What follows belongs to an exercise in optimizing a design on an open flow for a short achievable clock period and few clock cycles per item; a production flow would make more cautious choices.
The RTL was checked by simulation tests, not by an equivalence proof against the original design.
Power figures rest on the tool's default switching activity, not on a simulated workload.

==> branch violet <==
==> flow/design.v (excerpt) <==
module rv_pipeline (
    input  logic                clk,
    input  logic                i_arst_n,
    input  logic [32-1:0] i_imem_data,
    input  logic                i_imem_resp,
    input  logic [32-1:0] i_dmem_rdata,
    input  logic                i_dmem_resp,
    output logic [32-1:0] o_imem_addr,
    output logic                o_imem_rd,
    output logic [32-1:0] o_dmem_addr,
    output logic [32-1:0] o_dmem_wdata,
    output logic                o_dmem_rd,
    output logic                o_dmem_wr
);
==> flow/config.mk <==
export PLATFORM = sky130hd
export DESIGN_NAME = rv_pipeline
export DESIGN_NICKNAME = rv_pipeline
export VERILOG_FILES = /design/flow/design.v
export SDC_FILE = /design/flow/constraint.sdc
export NUM_CORES = 4
export LEC_CHECK = 0
export ABC_CLOCK_PERIOD_IN_PS = 3500
export CAP_MARGIN = 20
export CORE_MARGIN = 2
export CORE_UTILIZATION = 35
export GPL_TIMING_DRIVEN = 1
export PLACE_DENSITY = 0.5
export SETUP_SLACK_MARGIN = 3.5
export SLEW_MARGIN = 20
==> flow/constraint.sdc <==
create_clock -name core_clock -period 7.5 [get_ports {clk}]
set_input_delay 1.5000 -clock core_clock [delete_from_list [all_inputs] [get_ports {clk}]]
set_output_delay 1.5000 -clock core_clock [all_outputs]
set_load 0.01 [all_outputs]
run.sh (not shown) runs the stock make flow with config.mk's settings and CLKGATE_MAP_FILE= SYNTH_SCRIPT=/design/flow/synth_recipe.tcl, a recipe that flattens the netlist after the stock synthesis.
==> branch zinc (differences from branch violet) <==
--- a/flow/design.v
+++ b/flow/design.v
@@ -269,21 +269,20 @@
     localparam int QW   = 2;
     localparam int MD   = 4;      
     localparam int MW   = 2;
     localparam int NB   = 32;     
     localparam int BW   = 5;
     localparam int TAGW = 10;     
     logic        redirect;
     logic [31:0] pc_next;
-    logic        os_pc, os_t, os_n;           
+    logic        red_q, red_tk_q;             
     logic [31:0] red_tgt_q, red_pc4_q;
-    logic        fsn_pc, fsn_t, fsn_n;        
+    logic        redf_n, redf_tk_n;           
     logic [31:0] redf_tgt_n, redf_pc4_n;
-    logic [31:0] redf_tgt4_n, redf_pc8_n;     
     logic        stall;
     logic        mq_st   [MD];
     logic [4:0]  mq_rd   [MD];
     logic [MD-1:0] mq_v;
     logic        id_bt, hd_fix;
     logic [31:0] d_imm, d_tgt;
     logic [31:0]     pc_q;            
     logic [31:0]     pcf_n;           
@@ -297,36 +296,32 @@
     logic            btb_cf  [NB];    
     logic [4:0]      btb_lc  [NB];    
     logic [4:0]      btb_tr  [NB];    
     logic [BW-1:0]   f_idx;
     logic            f_hit, f_known, f_tag;
     logic [31:0]     f_next;
     assign f_idx  = pcf_q[BW+1:2];
     assign f_tag   = (btb_tag[f_idx] == pcf_q[BW+2 +: TAGW]);
-    assign f_hit   = btb_pt[f_idx] && f_tag && !fsn_pc;
-    assign f_known = (btb_ctr[f_idx] != 2'd0) && f_tag && !fsn_pc;
+    assign f_hit   = btb_pt[f_idx] && f_tag && redf_n;
+    assign f_known = (btb_ctr[f_idx] != 2'd0) && f_tag && redf_n;
     logic [31:0] fa;
-    assign fa = ({32{!fsn_pc}} & pcf_q) | ({32{!fsn_t}} & ~redf_tgt_n)
-              | ({32{!fsn_n}} & ~redf_pc4_n);
-    logic [31:0] f_seq, f_inc;
-    rv_add32 u_fseq (.i_a(pcf_q), .i_b(32'd4), .i_cin(1'b0), .o_sum(f_inc));
-    assign f_seq = ({32{!fsn_pc}} & f_inc) | ({32{!fsn_t}} & ~redf_tgt4_n)
-                 | ({32{!fsn_n}} & ~redf_pc8_n);
+    assign fa = !redf_n ? (!redf_tk_n ? ~redf_tgt_n : ~redf_pc4_n) : pcf_q;
+    logic [31:0] f_seq;
+    rv_add32 u_fseq (.i_a(fa), .i_b(32'd4), .i_cin(1'b0), .o_sum(f_seq));
     assign f_next = f_hit ? {btb_tgt[f_idx], 2'b00} : f_seq;
     logic [31:0] fq_instr [QD];
     logic [31:0] fq_pc    [QD];
     logic        fq_pred  [QD];
     logic        fq_known [QD];
     logic [31:2] fq_ptgt  [QD];
     logic [QW:0] fq_cnt;
     logic        fq_push, fq_pop;
     assign fq_push = i_imem_resp && (fq_cnt != (QW+1)'(QD));
-    assign o_imem_addr = ({32{os_pc}} & pc_q) | ({32{os_t}} & red_tgt_q)
-                       | ({32{os_n}} & red_pc4_q);
+    assign o_imem_addr = red_q ? (red_tk_q ? red_tgt_q : red_pc4_q) : pc_q;
     assign o_imem_rd   = 1'b1;
     logic [31:0] pc_norm;
     assign pc_norm = id_bt ? d_tgt : fq_push ? f_next : fa;
     always_ff @(posedge clk or negedge i_arst_n) begin
         if (!i_arst_n) begin
             pc_q   <= 32'h0000_0000;
             pcf_n  <= ~32'h0000_0000;
         end else begin
@@ -646,44 +641,33 @@
     assign taken = (ex_beq & b_eq) | (ex_bne & !b_eq) | (ex_blt & b_lt) | (ex_bge & !b_lt)
                  | (ex_bltu & b_ltu) | (ex_bgeu & !b_ltu);
     logic        ex_live, red_t, red_n;
     assign ex_live  = ex_valid && !ex_fixed;
     assign tgt_ok   = ex_pred && (ex_ptgt == ex_tgt[31:2]);
     assign red_t    = ex_live && !tgt_ok;
     assign red_n    = ex_live && ex_pred;
     assign redirect = taken ? red_t : red_n;
-    logic [31:0] ex_tgt4, ex_pc8;
-    rv_add32 u_tgt4 (.i_a(ex_tgt), .i_b(32'd4), .i_cin(1'b0), .o_sum(ex_tgt4));
-    rv_add32 u_pc8  (.i_a(ex_pc4), .i_b(32'd4), .i_cin(1'b0), .o_sum(ex_pc8));
     assign pc_next  = pc_norm;
     always_ff @(posedge clk or negedge i_arst_n) begin
         if (!i_arst_n) begin
-            os_pc  <= 1'b1;
-            os_t   <= 1'b0;
-            os_n   <= 1'b0;
-            fsn_pc <= 1'b0;
-            fsn_t  <= 1'b1;
-            fsn_n  <= 1'b1;
+            red_q  <= 1'b0;
+            redf_n <= 1'b1;
         end else begin
-            os_pc  <= !redirect;
-            os_t   <= redirect && taken;
-            os_n   <= redirect && !taken;
-            fsn_pc <= redirect;
-            fsn_t  <= !(redirect && taken);
-            fsn_n  <= !(redirect && !taken);
+            red_q  <= redirect;
+            redf_n <= !redirect;
         end
     end
     always_ff @(posedge clk) begin
-        red_tgt_q   <= ex_tgt;
-        red_pc4_q   <= ex_pc4;
-        redf_tgt_n  <= ~ex_tgt;
-        redf_pc4_n  <= ~ex_pc4;
-        redf_tgt4_n <= ~ex_tgt4;
-        redf_pc8_n  <= ~ex_pc8;
+        red_tk_q   <= taken;
+        red_tgt_q  <= ex_tgt;
+        red_pc4_q  <= ex_pc4;
+        redf_tk_n  <= !taken;
+        redf_tgt_n <= ~ex_tgt;
+        redf_pc4_n <= ~ex_pc4;
     end
     logic            bu_v, bu_taken, bu_bwd;
     logic [BW-1:0]   bu_idx;
     logic [TAGW-1:0] bu_tag;
     logic [31:2]     bu_tgt;
     logic            bu_hit;
     always_ff @(posedge clk or negedge i_arst_n) begin
         if (!i_arst_n) begin
==> comparison table <==
| quantity | branch zinc | branch violet |
|---|---|---|
| Status | no timing/DRC/antenna violations | no timing/DRC/antenna violations |
| Clk network pwr share | 24.2% | 23.6% |
| Cells after synthesis | 15800 | 16200 |
| Compound-cell area share of the yosys netlist | 12.6% | 13.7% |
| Capture instance of the worst register-to-register path | ex_a[20] | pc_q[18] |
| Register bit count reported by yosys | 4102 | 4163 |
| Net count of the finished layout | 16400 | 16800 |
| Via-per-instance ratio | 6.26 | 6.30 |
| Clock buffers created by TritonCTS | 428 | 437 |
| Leakage power | 88.9 nW | 88.0 nW |
| Number of placement rows | 272 | 274 |
| Crit path depth | 11 | 14 |
| Final routed wire length divided by cell count | 36.8 um | 36.9 um |
| Worst rel slew slack | 9.32% | 13.4% |
| Worst setup skew after layout | 0.0752 ns | 0.0701 ns |
| Power density relative to cell area | 401 mW/mm2 | 416 mW/mm2 |
| Final routed wirelength across all metal layers | 877 mm | 901 mm |
| Count of inserted tapcells | 7261 | 7452 |
| Worst setup path start | fq_instr[0][16] | pcf_n[2] |
| Arr. time, crit path | 5.18 ns | 5.27 ns |
| Num sequential | 4102 | 4163 |
Testbench counts of branch violet, summed over its fixed seeds: cycles 40,998, instrs 35,698.
Testbench counts of branch zinc, summed over its fixed seeds: cycles 40,998, instrs 35,698.

==> separate check: timing with driven ports <==
Ports are ideal in the flow. The routed layouts listed here were re-timed in OpenROAD. Step 1 sets driving cells, clkbuf_16 on the clock port and buf_2 on the other inputs (assumed; they add their load-dependent delay and slew). Step 2 times the ports against the registers' clock, not the clock port: input delays grow and output delays shrink by t, the midpoint of the rising clock arrivals with the driver on. Slacks: no drivers / after step 1 / after step 2; pairs: no drivers / after step 1.
run | t (ns) | slack for setup (ns) | worst hold slack (ns) | worst data-port slew with drivers (ns) | cell pins on the clock port's net
branch violet | 1.195 | 3.158 / 3.040 / 2.354 | 0.373 / 0.373 / 0.373 | 0.46 | 1
branch zinc | 1.174 | 3.225 / 3.207 / 2.528 | 0.366 / 0.366 / 0.366 | 0.49 | 1
After both steps setup and hold are still met in every run listed. For branch violet, which loses most, drivers alone change the setup slack by -0.118 ns; drivers and shift together by -0.804 ns.
